This is an optimization exercise on Yosys and OpenROAD, whose aim is small area and a short achievable clock period, not a production implementation. Only simulation tests tie the RTL to the original design; equivalence was not proved. No activity file was given, so power comes from the tool's default toggle rates.

==> design/flow/design.v <==
package trace_pkg;
    localparam logic SRC_RF = 1'b0;
    localparam logic SRC_DM = 1'b1;
    localparam int TRACE_XLEN   = 32;
    localparam int TRACE_ADDR_W = 8;
    localparam int TRACE_CYC_W  = 16;
    typedef struct packed {
        logic                    src;
        logic [TRACE_CYC_W-1:0]  cycle;
        logic [TRACE_ADDR_W-1:0] addr;
        logic [TRACE_XLEN-1:0]   data;
    } trace_entry_t;
    function automatic int entry_width(input int xlen, input int addr_w, input int cyc_w);
        entry_width = 1 + cyc_w + addr_w + xlen;
    endfunction
endpackage
module trace_fifo
#(
    parameter int WIDTH = trace_pkg::entry_width(trace_pkg::TRACE_XLEN, trace_pkg::TRACE_ADDR_W, trace_pkg::TRACE_CYC_W),
    parameter int DEPTH = 16
) (
    input  logic             clk,
    input  logic [DEPTH-1:0] wr_en,
    input  logic [WIDTH-1:0] wr_even,
    input  logic [WIDTH-1:0] wr_odd,
    input  logic [DEPTH-1:0] rd_sel,
    output logic [WIDTH-1:0] rd_data
);
    logic [WIDTH-1:0] mem_q [DEPTH];
    always_ff @(posedge clk) begin
        for (int i = 0; i < DEPTH; i++)
            if (wr_en[i]) mem_q[i] <= (i % 2 == 0) ? wr_even : wr_odd;
    end
    always_comb begin
        rd_data = '0;
        for (int i = 0; i < DEPTH; i++)
            rd_data = rd_data | (mem_q[i] & {WIDTH{rd_sel[i]}});
    end
endmodule
module reg_trace_buffer
#(
    parameter int XLEN       = 32,
    parameter int ADDR_W     = 8,
    parameter int DEPTH      = 16,
    parameter int CYC_W      = 16,
    parameter int MAX_CYCLES = 40000,
    parameter int OVF_W      = 8,
    localparam int ENTRY_W   = trace_pkg::entry_width(XLEN, ADDR_W, CYC_W),
    localparam int CNT_W     = $clog2(DEPTH) + 1
) (
    input  logic               clk,
    input  logic               rst,
    input  logic               rf_we,
    input  logic [4:0]         rf_waddr,
    input  logic [XLEN-1:0]    rf_wdata,
    input  logic               dm_we,
    input  logic [XLEN-1:0]    dm_addr,
    input  logic [XLEN-1:0]    dm_wdata,
    output logic               rd_valid,
    input  logic               rd_ready,
    output logic [ENTRY_W-1:0] rd_data,
    output logic [CNT_W-1:0]   count,
    output logic               full,
    output logic               halted,
    output logic [CYC_W-1:0]   cycle,
    output logic [OVF_W-1:0]   ovf_cnt
);
    typedef struct packed {
        logic le14;
        logic eq15;
        logic ge2;
        logic eq1;
        logic full;
        logic valid;
    } cflags_t;
    function automatic cflags_t flags_of(input logic [CNT_W-1:0] v);
        flags_of = {v <= CNT_W'(DEPTH - 2), v == CNT_W'(DEPTH - 1), v >= CNT_W'(2),
                    v == CNT_W'(1), v == CNT_W'(DEPTH), v != '0};
    endfunction
    logic [CYC_W-1:0]   cycle_q;
    logic               halted_q;
    logic [OVF_W-1:0]   ovf_q;
    logic [CNT_W-1:0]   count_q;
    cflags_t            fl_q;
    logic [ENTRY_W-1:0] head_q;
    logic [DEPTH-1:0]   wp_q;      
    logic               wp_odd_q;  
    logic [DEPTH-1:0]   rn_q;      
    logic               ev_rf, ev_dm, ev_any, ev_both, pop;
    logic               s1, s2, pa, pb, drop1, drop2;
    logic [ENTRY_W-1:0] entry_rf, entry_dm, wr_even, wr_odd, mread, head_src;
    logic [DEPTH-1:0]   wr_en;
    logic               unused_dm_addr;
    assign unused_dm_addr = ^dm_addr[XLEN-1:ADDR_W];
    assign ev_rf = rf_we && !halted_q;
    assign ev_dm   = dm_we && !halted_q;
    assign ev_any  = ev_rf || ev_dm;
    assign ev_both = ev_rf && ev_dm;
    assign entry_rf = {trace_pkg::SRC_RF, cycle_q, ADDR_W'(rf_waddr), rf_wdata};
    assign entry_dm = {trace_pkg::SRC_DM, cycle_q, dm_addr[ADDR_W-1:0], dm_wdata};
    assign pop = fl_q.valid && rd_ready;
    assign s1 = !fl_q.full || rd_ready;
    assign s2 = fl_q.le14 || (fl_q.eq15 && rd_ready);
    assign pa    = ev_any && s1;
    assign pb    = ev_both && s2;
    assign drop2 = ev_both && !s1;
    assign drop1 = (ev_any && !ev_both && !s1) || (ev_both && s1 && !s2);
    always_comb begin
        for (int i = 0; i < DEPTH; i++)
            wr_en[i] = (pa && wp_q[i]) || (pb && wp_q[(i + DEPTH - 1) % DEPTH]);
    end
    assign wr_even = (wp_odd_q || !ev_rf) ? entry_dm : entry_rf;
    assign wr_odd  = (!wp_odd_q || !ev_rf) ? entry_dm : entry_rf;
    trace_fifo #(
        .WIDTH (ENTRY_W),
        .DEPTH (DEPTH)
    ) u_fifo (
        .clk     (clk),
        .wr_en   (wr_en),
        .wr_even (wr_even),
        .wr_odd  (wr_odd),
        .rd_sel  (rn_q),
        .rd_data (mread)
    );
    assign head_src = fl_q.ge2 ? mread :
                      ev_rf    ? entry_rf :
                      ev_dm    ? entry_dm : '0;
    always_ff @(posedge clk) begin
        if (rst)                         head_q <= '0;
        else if (!fl_q.valid || rd_ready) head_q <= head_src;
    end
    always_ff @(posedge clk) begin
        if (rst) begin
            wp_q     <= DEPTH'(1);
            wp_odd_q <= 1'b0;
            rn_q     <= DEPTH'(2);
        end else begin
            if (pb)      wp_q <= {wp_q[DEPTH-3:0], wp_q[DEPTH-1:DEPTH-2]};
            else if (pa) wp_q <= {wp_q[DEPTH-2:0], wp_q[DEPTH-1]};
            if (pa && !pb) wp_odd_q <= !wp_odd_q;
            if (pop)     rn_q <= {rn_q[DEPTH-2:0], rn_q[DEPTH-1]};
        end
    end
    logic [CNT_W-1:0] cnt_m1, cnt_p1, cnt_p2, count_d;
    cflags_t          fl_m1, fl_0, fl_p1, fl_p2, fl_d;
    assign cnt_m1 = count_q - CNT_W'(1);
    assign cnt_p1 = count_q + CNT_W'(1);
    assign cnt_p2 = count_q + CNT_W'(2);
    assign fl_m1  = flags_of(cnt_m1);
    assign fl_0   = fl_q;
    assign fl_p1  = flags_of(cnt_p1);
    assign fl_p2  = flags_of(cnt_p2);
    always_comb begin
        case ({pop, pa, pb})
            3'b100:  begin count_d = cnt_m1;  fl_d = fl_m1; end
            3'b010:  begin count_d = cnt_p1;  fl_d = fl_p1; end
            3'b011:  begin count_d = cnt_p2;  fl_d = fl_p2; end
            3'b111:  begin count_d = cnt_p1;  fl_d = fl_p1; end
            default: begin count_d = count_q; fl_d = fl_0;  end
        endcase
    end
    always_ff @(posedge clk) begin
        if (rst) begin
            count_q <= '0;
            fl_q    <= flags_of('0);
        end else begin
            count_q <= count_d;
            fl_q    <= fl_d;
        end
    end
    logic [OVF_W:0]   ovf_p1, ovf_p2;
    logic [OVF_W-1:0] ovf_s1, ovf_s2;
    assign ovf_p1 = {1'b0, ovf_q} + (OVF_W + 1)'(1);
    assign ovf_p2 = {1'b0, ovf_q} + (OVF_W + 1)'(2);
    assign ovf_s1 = ovf_p1[OVF_W] ? '1 : ovf_p1[OVF_W-1:0];
    assign ovf_s2 = ovf_p2[OVF_W] ? '1 : ovf_p2[OVF_W-1:0];
    always_ff @(posedge clk) begin
        if (rst) begin
            cycle_q  <= '0;
            halted_q <= 1'b0;
            ovf_q    <= '0;
        end else begin
            if (!halted_q) begin
                cycle_q <= cycle_q + CYC_W'(1);
                if (MAX_CYCLES != 0 && cycle_q == CYC_W'(MAX_CYCLES - 1)) halted_q <= 1'b1;
            end
            if (drop2)      ovf_q <= ovf_s2;
            else if (drop1) ovf_q <= ovf_s1;
        end
    end
    assign rd_valid = fl_q.valid;
    assign rd_data  = head_q;
    assign count    = count_q;
    assign full     = fl_q.full;
    assign halted   = halted_q;
    assign cycle    = cycle_q;
    assign ovf_cnt  = ovf_q;
endmodule
==> design/flow/run.sh <==
#!/bin/bash
# synth_recipe.tcl (not shown) runs the flow's synth.tcl, then flattens the netlist and writes it again
# the make line also repeats each setting of config.mk as NAME=value (left out here)
make -C /OpenROAD-flow-scripts/flow DESIGN_CONFIG=/design/flow/config.mk WORK_HOME=/design/flow/orfs CLKGATE_MAP_FILE= SYNTH_SCRIPT=/design/flow/synth_recipe.tcl finish
==> design/flow/config.mk <==
export PLATFORM = sky130hd
export DESIGN_NAME = reg_trace_buffer
export DESIGN_NICKNAME = reg_trace_buffer
export VERILOG_FILES = /design/flow/design.v
export SDC_FILE = /design/flow/constraint.sdc
export NUM_CORES = 4
export LEC_CHECK = 0
export CAP_MARGIN = 20
export CORE_MARGIN = 2
export CORE_UTILIZATION = 40
export SLEW_MARGIN = 20
==> design/flow/constraint.sdc <==
create_clock -name core_clock -period 4.3 [get_ports {clk}]
set_input_delay 0.8600 -clock core_clock [delete_from_list [all_inputs] [get_ports {clk}]]
set_output_delay 0.8600 -clock core_clock [all_outputs]
set_load 0.01 [all_outputs]
==> flow_summary_export.csv, run 1 <==
group,metric,value,unit
run_status,outcome,"finished clean",
setup_path,cp_max_fo,24,
timing,hold_viol_final,0,
routing,wirelength,119000,um
setup_path,cp-end-kind,"output pin",
synthesis,syn_inst,2515,
clock_tree,htreeDepth,3,
routing,ant_nets,0,
timing,tns,0,ns
timing,slew_headroom,20.3,%
clock_tree,clock_latency,0.70,ns
clock_tree,cts_buffers,102,
power_and_ir_drop,power.share.sequential,52.0,%
setup_path,crit_slowest_cell,"dfxtp_1",
timing,slew_viol_final,0,
power_and_ir_drop,p_leak,15.0,nW
synthesis,synth.area.mux_share,2.18,%
synthesis,yosys.cell_types.count,72,
power_and_ir_drop,pwr-share-clk,37.2,%
global_route,grt_pass1_vias,24467,
layout,post-route-cell-area,46900,sq um
timing,finalSetupViolCount,0,
routing,first_iter_violations,3281,
global_route,gr-total-overflow,0,
synthesis,synth_fa_ha_area_share,0.505,%
global_route,antenna_found_initial,2,
layout,finalNetCount,2809,
placement,routabilityCongestion,0.825,
setup_path,cp_top_family,"flip-flops",
synthesis,yosysWarnings,3,
die,rows,115,
global_route,grtUsageTotal,22.9,%
setup_path,path_cells,"clkdlybuf4s50_1",
die,die_w,319,um
synthesis,ys_ff_latch,1037,
timing,rsz0062_at_grt,"false",
die,initial_core_util,40.4,%
clock_tree,hold_buffers,0,
synthesis,avgSynthCellArea,15.8,sq um
power_and_ir_drop,vdd_ir_drop_max,323,uV
routing,first_pass_iters,6,
power_and_ir_drop,p_sw_share,24.7,%
clock_tree,cts.clk_slew.worst_paths,0.06,ns
synthesis,ys.flop_type,"edfxtp_1",
setup_path,required,3.44,ns
die,core,98300,sq um
job,drv_cap,0,
timing,fin_ws,1.20,ns
routing,vias,24876,
setup_path,critPathLaunchType,"register",
power_and_ir_drop,power_switching,0.00592,W
synthesis,async_flop_share,0,%
routing,drc,0,
synthesis,yosysSeqAreaShare,75.3,%
timing,finalClockSkew,0.0492,ns
placement,port_buffers,170,
placement,hpwlAfterDp,64900,um
clock_tree,cts_repair_resize_count,0,
synthesis,synth_xor_xnor_area_share,0.530,%
power_and_ir_drop,power_frac_comb,10.8,%
setup_path,cpPeakStageDelay,0.88,ns
die,ios,195,
timing,period_share,72.0,%
setup_path,crit_buf_inv,1,
synthesis,synth_area,39700,sq um
setup_path,crit_arrival,2.24,ns
placement,place_ws,0.744,ns
layout,areaGrowthSynthToFinish,18.2,%
clock_tree,clock-root-buffer,"clkbuf_16",
timing,min_period,3.10,ns
routing,wl_per_cell,29.3,um
synthesis,synth-compound-area-share,13.0,%
global_route,grt_start_max_net_pins,71,
synthesis,synth_top_family_by_area,"compound AO/OA/AOI/OAI gates",
global_route,grt_pass1_wl,170000,um
routing,routed_via_density,6.12,
timing,fmax,323,MHz
placement,place_area,43500,sq um
power_and_ir_drop,intPower,0.0180,W
synthesis,syn_nets,2637,
clock_tree,tritoncts,"yes",
layout,n_antenna_cell,0,
power_and_ir_drop,power.density,510,nW/um^2
layout,drive_above_1_share,13.5,%
synthesis,synthSimpleGateAreaFrac,5.89,%
die,die_area,102000,sq um
clock_tree,clock_sinks,1037,
die,die-height,319,um
hold_path,hp-class,"register to register",
setup_path,worst-setup-path-type,"register to output pin",
clock_tree,cts_setup_buffers,0,
timing,tightest_slew,1.20,ns
clock_tree,clockBufferDepth,3,
synthesis,synth-edff-count,912,
==> synth_stat cells, types with 6 or more instances <==
cell | count | area [sq um]
xnor2_1 | 10 | 87.6
dfxtp_1 | 125 | 2500
buf_1 | 7 | 26.3
a22oi_1 | 224 | 1680
nand2_1 | 161 | 604
o21ai_0 | 10 | 50.1
nor3_1 | 23 | 115
inv_1 | 9 | 33.8
a22o_1 | 80 | 701
nor2b_1 | 7 | 43.8
buf_2 | 68 | 340
nand3_1 | 56 | 280
buf_4 | 27 | 203
a211oi_1 | 7 | 52.6
edfxtp_1 | 912 | 27400
a31oi_1 | 8 | 50.1
clkbuf_1 | 91 | 342
ha_1 | 16 | 200
nor2_1 | 144 | 541
nand4_1 | 59 | 369
xor2_1 | 14 | 123
and3_1 | 6 | 37.5
a21oi_1 | 73 | 365
a311oi_1 | 54 | 473
mux2_1 | 11 | 124
a222oi_1 | 37 | 370
a221oi_1 | 132 | 1160
and2_1 | 6 | 37.5
mux2_2 | 63 | 709
==> layout by cell type, fill, tap and decap left out, types with 10 or more instances in the layout <==
cell	n
nor3_1	23
a22oi_1	224
ha_1	16
clkbuf_1	20
a222oi_1	37
xnor2_1	10
clkbuf_16	102
dfxtp_1	108
o21ai_0	10
nand2_4	16
nand2_1	144
a22o_1	80
nor2_1	143
edfxtp_1	912
clkdlybuf4s50_1	169
nand4_1	59
a221oi_1	132
buf_12	51
a311oi_1	54
nand3_1	56
buf_4	45
dfxtp_2	15
a21oi_1	73
mux2_2	63
mux2_1	11
clkinv_2	22
xor2_1	14
clkinv_1	19
==> power by group through the flow <==
| stage | sequential [W] | clock (W) | combinational [W] |
|---|---|---|---|
| 6_report | 0.0124 | 0.00889 | 0.00259 |
| 5_1_grt | 0.0125 | 0.00941 | 0.00275 |
| 4_1_cts | 0.0124 | 0.00899 | 0.00259 |
| 3_5_place_dp | 0.0126 | 0 | 0.00258 |
| 3_3_place_gp | 0.0126 | 0 | 0.00255 |
| 2_1_floorplan | 0.0125 | 0 | 0.00131 |
==> flip-flops by register name, summed over array words and instances (netlist names), 5 cells and up <==
register and count:
count_q 5, wp_q 16, cycle_q 16, rn_q 16, ovf_q 8, u_fifo.mem_q 912, fl_q 5, head_q 57
==> metrics by stage <==
stage                     hold WS [ns]  power, W  instances  utilization (%)
after global routing             0.494    0.0247       4063             47.7
after floorplan                  0.476    0.0139       2515                -
after detailed placement         0.461    0.0152       3870             44.3
after global placement           0.453    0.0152       3870             44.3
final                            0.463    0.0239       4063             47.7
after CTS                        0.468    0.0240       4063             47.7
==> cells by family after synthesis <==
| logic type | after synthesis |
|---|---|
| flip-flops | 1037 |
| AO/OA/AOI/OAI | 655 |
| AND/OR/NAND/NOR | 499 |
| buffers and inverters | 207 |
| multiplexers | 77 |
| XOR/XNOR | 24 |
| adder cells (fa/ha/maj) | 16 |
==> cell type report <==
type,instances,area (sq um)
fillers,8222,51400
clock buffers,128,2710
inverters,10,37.5
clock inverters,65,646
multi-input cells,1271,8930
flip-flops and latches,1037,29900
repair buffers,265,3050
well taps,1287,1610
==> per-layer routing <==
metal | wire length (um) | up-vias | global-route usage (%)
li1 | - | 10582 | -
met5 | 13 | - | 0
met4 | 3070 | 2 | 6.98
met3 | 10100 | 198 | 3.50
met1 | 48000 | 12734 | 30.9
met2 | 57900 | 1360 | 38.2
==> final timing paths <==
check	from	end	slack, ns	cells past startpoint
setup / recovery	cycle_q[6]	cycle[6]	1.20	1
hold / removal	head_q[56]	head_q[56]	0.46	2
hold reg to reg	head_q[56]	head_q[56]	0.46	2
setup reg to reg	halted_q	fl_q[3]	1.43	9
==> run 2, diff against run 1 <==
--- a/design/flow/config.mk
+++ b/design/flow/config.mk
@@ -8,4 +8,5 @@
 export CAP_MARGIN = 20
 export CORE_MARGIN = 2
-export CORE_UTILIZATION = 40
+export CORE_UTILIZATION = 65
+export SETUP_SLACK_MARGIN = 2.3
 export SLEW_MARGIN = 20
==> flow_summary_export.csv, run 2 <==
group,metric,value,unit
run_status,outcome,"finished clean",
layout,finalNetCount,3100,
layout,areaGrowthSynthToFinish,29.5,%
synthesis,synth_top_area_cell,"edfxtp_1",
timing,slew_headroom,48.8,%
timing,finalSetupViolCount,0,
layout,finish.utilization,85.1,%
synthesis,synth_area,39700,sq um
placement,port_buffers,170,
timing,min_period,2.25,ns
power_and_ir_drop,vdd_ir_drop_max,415,uV
layout,regMostFlops,"u_fifo.mem_q",
layout,final_common_cell,"edfxtp_1",
layout,fill_cells,2587,
die,die_area,63000,sq um
power_and_ir_drop,p_leak,17.7,nW
timing,hold_viol_final,0,
power_and_ir_drop,pwr-share-clk,36.0,%
power_and_ir_drop,power.density,499,nW/um^2
power_and_ir_drop,power_switching,0.00684,W
layout,n_antenna_cell,0,
timing,rsz0062_at_grt,"true",
power_and_ir_drop,fin_total_pwr,0.0257,W
synthesis,yosys.cell_types.count,72,
placement,routabilityCongestion,0.854,
synthesis,syn_inst,2515,
setup_path,cp-end-kind,"register",
power_and_ir_drop,power_frac_comb,15.5,%
clock_tree,cts_buffers,99,
global_route,antenna_found_initial,3,
synthesis,synth.top_cell.area_share,69.0,%
die,ios,195,
routing,first_pass_iters,10,
synthesis,synth-edff-count,912,
die,die_w,251,um
routing,first_iter_violations,5973,
timing,tns,0,ns
clock_tree,hold_buffers,0,
global_route,grtUsageTotal,45.4,%
job,drv_cap,0,
setup_path,cp_max_fo,8,
placement,hpwlAfterDp,61300,um
synthesis,yosysSeqAreaShare,75.3,%
setup_path,crit_arrival,2.63,ns
clock_tree,clock_sinks,1037,
power_and_ir_drop,intPower,0.0188,W
setup_path,worst-setup-path-type,"register to register",
timing,fin_ws,2.05,ns
timing,tightest_slew,0.766,ns
timing,period_share,52.2,%
routing,wirelength,155000,um
die,initial_core_util,65.7,%
synthesis,synthTopCellsByCount,"912 x edfxtp_1, 224 x a22oi_1, 161 x nand2_1",
die,rows,90,
routing,wl_per_cell,40.3,um
layout,reg.largest.list,"u_fifo.mem_q (912), head_q (57)",
synthesis,yosysWarnings,3,
setup_path,required,4.69,ns
clock_tree,clock-root-buffer,"clkbuf_16",
timing,finalClockSkew,0.0348,ns
clock_tree,cts.clk_slew.worst_paths,0.06,ns
power_and_ir_drop,power.share.sequential,48.6,%
timing,slew_viol_final,0,
layout,drive_above_1_share,30.5,%
global_route,grt_start_max_net_pins,48,
power_and_ir_drop,p_sw_share,26.6,%
die,core,60400,sq um
synthesis,syn_nets,2637,
global_route,gr-total-overflow,0,
hold_path,hp-class,"register to register",
layout,most-common-layout-cells,"912 x edfxtp_1, 224 x a22oi_1, 151 x buf_4",
clock_tree,clock_latency,0.69,ns
setup_path,critPathLaunchType,"register",
synthesis,ys.flop_type,"edfxtp_1",
clock_tree,tritoncts,"yes",
synthesis,async_flop_share,0,%
die,die-height,251,um
synthesis,ys_ff_latch,1037,
routing,drc,0,
timing,fmax,445,MHz
clock_tree,clockBufferDepth,3,
clock_tree,htreeDepth,3,
layout,largest_register_ffs,912,
global_route,grt_pass1_wl,200000,um
synthesis,synth_area_leaders,"edfxtp_1 69%, dfxtp_1 6.3%, a22oi_1 4.2%, a221oi_1 2.9%, mux2_2 1.8%",
routing,routed_via_density,7.82,
placement,place_ws,0.691,ns
synthesis,synth.most_common_cell,"edfxtp_1",
global_route,grt_pass1_vias,27930,
synthesis,avgSynthCellArea,15.8,sq um
routing,vias,30079,
routing,ant_nets,0,
[run 2: cell counts after synthesis]
No cell type changed its count.
[run 2: cell families (layout without fill, tap and decap cells)]
kind of cell | after synthesis | count (layout) | synth area share (%)
compound gates | 655 | 655 | 13.0
xor+xnor | 24 | 24 | 0.530
fa+ha+maj | 16 | 16 | 0.505
buf+inv | 207 | 705 | 2.50
flops | 1037 | 1037 | 75.3
mux | 77 | 77 | 2.18
simple gates | 499 | 550 | 5.89
[run 2: through the flow]
step	hold slack, ns	instance area (sq um)	instances
2_1_floorplan	0.476	40100	2515
3_3_place_gp	0.447	42600	3357
3_5_place_dp	0.449	42700	3357
4_1_cts	0.453	49200	3742
5_1_grt	0.478	51400	3846
6_report	0.449	51400	3846
[run 2: power by group through the flow]
stage	combinational, W	sequential [W]	clock (W)
4_1_cts	0.00327	0.0124	0.00908
2_1_floorplan	0.00139	0.0125	0
3_3_place_gp	0.00241	0.0126	0
5_1_grt	0.00399	0.0125	0.00951
6_report	0.00397	0.0125	0.00923
3_5_place_dp	0.00245	0.0127	0
[run 2: final cells by class]
| cell class | count | area, sq um | share of cell area [%] |
|---|---|---|---|
| Sequential cell | 1037 | 30100 | 58.6 |
| Inverter | 10 | 51.3 | 0.0998 |
| Timing Repair Buffer | 508 | 5930 | 11.5 |
| Multi-Input combinational cell | 1322 | 10900 | 21.2 |
| Clock buffer | 130 | 2740 | 5.33 |
| Tap cell | 782 | 978 | 1.90 |
| Clock inverter | 57 | 666 | 1.30 |
[run 2: repair_timing]
item                                    in CTS  in global routing
endpoints found under the setup margin    1605               1208
gates cloned                                52                 25
buffers inserted                           146                 79
gates resized for setup                    715                178
pin swaps                                   41                 74
[run 2: critical path, cell delays in order (launching register included)]
cell,delay [ns]
dfxtp_4,0.36
nand2b_4,0.18
ha_4,0.20
nor2_4,0.19
buf_12,0.18
buf_4,0.13
nand2_4,0.16
nand2_8,0.32
clkbuf_16,0.21
[run 2: worst paths after layout]
check | from | end | slack [ns] | cells past startpoint
hold reg to reg | head_q[56] | head_q[56] | 0.45 | 2
setup / recovery | halted_q | u_fifo.mem_q[14][0] | 2.05 | 8
setup reg to reg | halted_q | u_fifo.mem_q[14][0] | 2.05 | 8
hold / removal | head_q[56] | head_q[56] | 0.45 | 2
[run 2: metal layers]
layer  vias up  global-route usage [%]  share of wire (%)
li1      11241                       -                  -
met1     14611                    59.4                 31
met2      3414                    67.7                 43
met3       805                    13.8                 18
met4         8                    27.2                8.3
met5         -                       0              0.029
==> run 3, diff against run 2 <==
--- a/design/flow/config.mk
+++ b/design/flow/config.mk
@@ -6,4 +6,5 @@
 export NUM_CORES = 4
 export LEC_CHECK = 0
+export ABC_CLOCK_PERIOD_IN_PS = 1800
 export CAP_MARGIN = 20
 export CORE_MARGIN = 2
==> flow_summary_export.csv, run 3 <==
group,metric,value,unit
layout,most-common-layout-cells,"912 x edfxtp_1, 224 x a22oi_1, 151 x buf_4",
hold_path,hold_depth,2,
timing,min_period,2.25,ns
layout,multiInputGateArea,10900,sq um
setup_path,crit_slowest_cell,"dfxtp_4",
clock_tree,htreeDepth,3,
routing,vias,30079,
timing,finalClockSkew,0.0348,ns
job,drv_cap,0,
synthesis,yosysWarnings,3,
synthesis,synth_area,39700,sq um
timing,period_share,52.2,%
setup_path,regToRegEndpoint,"u_fifo.mem_q[14][0]",
placement,place_ws,0.691,ns
routing,drc,0,
timing,slew_viol_final,0,
placement,port_buffers,170,
placement,placed_cells,3357,
setup_path,r2r_cells,8,
global_route,grt_start_max_net_pins,48,
synthesis,async_flop_share,0,%
power_and_ir_drop,power_switching,0.00684,W
layout,drive_above_1_share,30.5,%
clock_tree,cts_buffers,99,
synthesis,synth_area_leaders,"edfxtp_1 69%, dfxtp_1 6.3%, a22oi_1 4.2%, a221oi_1 2.9%, mux2_2 1.8%",
global_route,antenna_found_initial,3,
setup_path,path_cells,"nand2b_4, ha_4, nor2_4, buf_12, buf_4, nand2_4, nand2_8, clkbuf_16",
clock_tree,hold_buffers,0,
layout,n_antenna_cell,0,
routing,routed_via_density,7.82,
timing,rsz0062_at_grt,"true",
layout,fin_cells,3846,
global_route,grt_pass1_vias,27930,
routing,first_iter_violations,5973,
setup_path,critPathLaunchType,"register",
layout,final_common_cell,"edfxtp_1",
die,rows,90,
synthesis,ys.flop_type,"edfxtp_1",
setup_path,worst-setup-path-type,"register to register",
setup_path,crit_end,"u_fifo.mem_q[14][0]",
die,die_w,251,um
global_route,grt_pass1_wl,200000,um
setup_path,required,4.69,ns
placement,routabilityCongestion,0.854,
placement,hpwlAfterDp,61300,um
clock_tree,tritoncts,"yes",
clock_tree,clock_latency,0.69,ns
power_and_ir_drop,power_frac_comb,15.5,%
run_status,outcome,"finished clean",
synthesis,synth.top_cell.area_share,69.0,%
setup_path,crit_arrival,2.63,ns
routing,first_pass_iters,10,
setup_path,cp_max_fo,8,
layout,ff_latch_area,30100,sq um
power_and_ir_drop,p_sw_share,26.6,%
power_and_ir_drop,vdd_ir_drop_max,415,uV
layout,reg.largest.list,"u_fifo.mem_q (912), head_q (57)",
timing,tightest_slew,0.766,ns
power_and_ir_drop,power.density,499,nW/um^2
clock_tree,cts.clk_slew.worst_paths,0.06,ns
synthesis,synth-edff-count,912,
power_and_ir_drop,intPower,0.0188,W
timing,tns,0,ns
power_and_ir_drop,pwr-share-clk,36.0,%
clock_tree,clock-root-buffer,"clkbuf_16",
clock_tree,clockBufferDepth,3,
synthesis,syn_inst,2515,
synthesis,synth_top_area_cell,"edfxtp_1",
die,core,60400,sq um
synthesis,avgSynthCellArea,15.8,sq um
die,ios,195,
layout,finalNetCount,3100,
power_and_ir_drop,power.share.sequential,48.6,%
setup_path,cpPeakStageDelay,0.36,ns
synthesis,yosys.cell_types.count,72,
layout,finish.utilization,85.1,%
layout,largest_register_ffs,912,
timing,fin_ws,2.05,ns
layout,fill_cells,2587,
global_route,grtUsageTotal,45.4,%
routing,ant_nets,0,
synthesis,synth.most_common_cell,"edfxtp_1",
power_and_ir_drop,p_leak,17.7,nW
synthesis,synthTopCellsByCount,"912 x edfxtp_1, 224 x a22oi_1, 161 x nand2_1",
timing,finalSetupViolCount,0,
synthesis,ys_ff_latch,1037,
routing,wirelength,155000,um
die,die-height,251,um
setup_path,startpoint,"halted_q",
layout,areaGrowthSynthToFinish,29.5,%
timing,slew_headroom,48.8,%
die,die_area,63000,sq um
routing,wl_per_cell,40.3,um
clock_tree,clock_sinks,1037,
layout,regMostFlops,"u_fifo.mem_q",
timing,fmax,445,MHz
hold_path,hp-class,"register to register",
timing,whs,0.449,ns
setup_path,cp-end-kind,"register",
setup_path,r2r_slack,2.05,ns
synthesis,yosysSeqAreaShare,75.3,%
hold_path,hp-start,"head_q[56]",
timing,hold_viol_final,0,
global_route,gr-total-overflow,0,
die,initial_core_util,65.7,%
synthesis,syn_nets,2637,
setup_path,reg2reg_from,"halted_q",
-- run 3: cell counts in the layout (fill, tap and decap cells not counted) --
Identical to the previous run, type by type.
-- run 3: worst min-delay path by stage --
stage	end	slack [ns]
2_1_floorplan	head_q[56]	0.48
5_1_grt	head_q[56]	0.48
3_5_place_dp	head_q[56]	0.45
3_3_place_gp	head_q[56]	0.45
4_1_cts	head_q[56]	0.45
6_report	head_q[56]	0.45
-- run 3: layout make-up --
type,instances,area share [%]
flip-flops and latches,1037,58.6
multi-input cells,1322,21.2
repair buffers,508,11.5
clock buffers,130,5.33
well taps,782,1.90
clock inverters,57,1.30
inverters,10,0.0998
-- run 3: power groups by stage --
stage          combinational [W]  sequential, W  clock, W
3_3_place_gp             0.00241         0.0126         0
4_1_cts                  0.00327         0.0124   0.00908
5_1_grt                  0.00399         0.0125   0.00951
6_report                 0.00397         0.0125   0.00923
3_5_place_dp             0.00245         0.0127         0
2_1_floorplan            0.00139         0.0125         0
-- run 3: stage by stage --
stage	power [W]	cell area (sq um)
after floorplan	0.0139	40100
after global placement	0.0150	42600
after detailed placement	0.0151	42700
after CTS	0.0247	49200
after global routing	0.0260	51400
final	0.0257	51400
-- run 3: cell families (layout without fill, tap and decap cells) --
group	count (synthesis)	count (layout)	synth area share, %
muxes	77	77	2.18
and+or+nand+nor	499	550	5.89
xor gates and xnor gates	24	24	0.530
DFF	1037	1037	75.3
AOI/OAI and AO/OA	655	655	13.0
buffers and inverters	207	705	2.50
adders and majority gates	16	16	0.505
-- run 3: worst max-delay path, delay by kind of cell (launching register included) --
| kind | cells | cell delay, ns |
|---|---|---|
| buf+inv | 3 | 0.52 |
| simple gates | 4 | 0.85 |
| flops | 1 | 0.36 |
| fa+ha+maj | 1 | 0.20 |
-- run 3: timing repair --
action	CTS	global route
gates resized for setup	715	178
setup buffers	146	79
endpoints found under the setup margin	1605	1208
gates cloned	52	25
pin swaps	41	74
-- run 3: per-layer routing --
layer	GRT usage, %	wire length, um	vias to the layer above
met4	27.2	12800	8
met5	0	45	-
met1	59.4	47500	14611
met3	13.8	27700	805
met2	67.7	67100	3414
li1	-	-	11241

-- port drivers added, routing unchanged --
The flow's constraints put no driver on any port. The routed layouts listed below were extracted and timed again, unchanged, in two steps.
Step 1: set_driving_cell puts a clkbuf_16 on clk and a buf_2 on each other input, an assumption about the parent block.
Step 2, shift: input delay + t, output delay - t, t = (earliest + latest rising clock arrival at the registers) / 2. This alone moves slack from input paths to output paths.
a / b / c = ideal ports / drivers / drivers and shift; a / b = the first two.
run	t (ns)	setup WS [ns]	latest minus earliest clock arrival (ns)
run 1	0.736	1.203 / 1.139 / 0.681	0.053 / 0.053
run 2	0.736	2.055 / 2.055 / 1.392	0.034 / 0.035
run 3	0.736	2.055 / 2.055 / 1.392	0.034 / 0.035
After both steps every run listed still meets setup and hold.
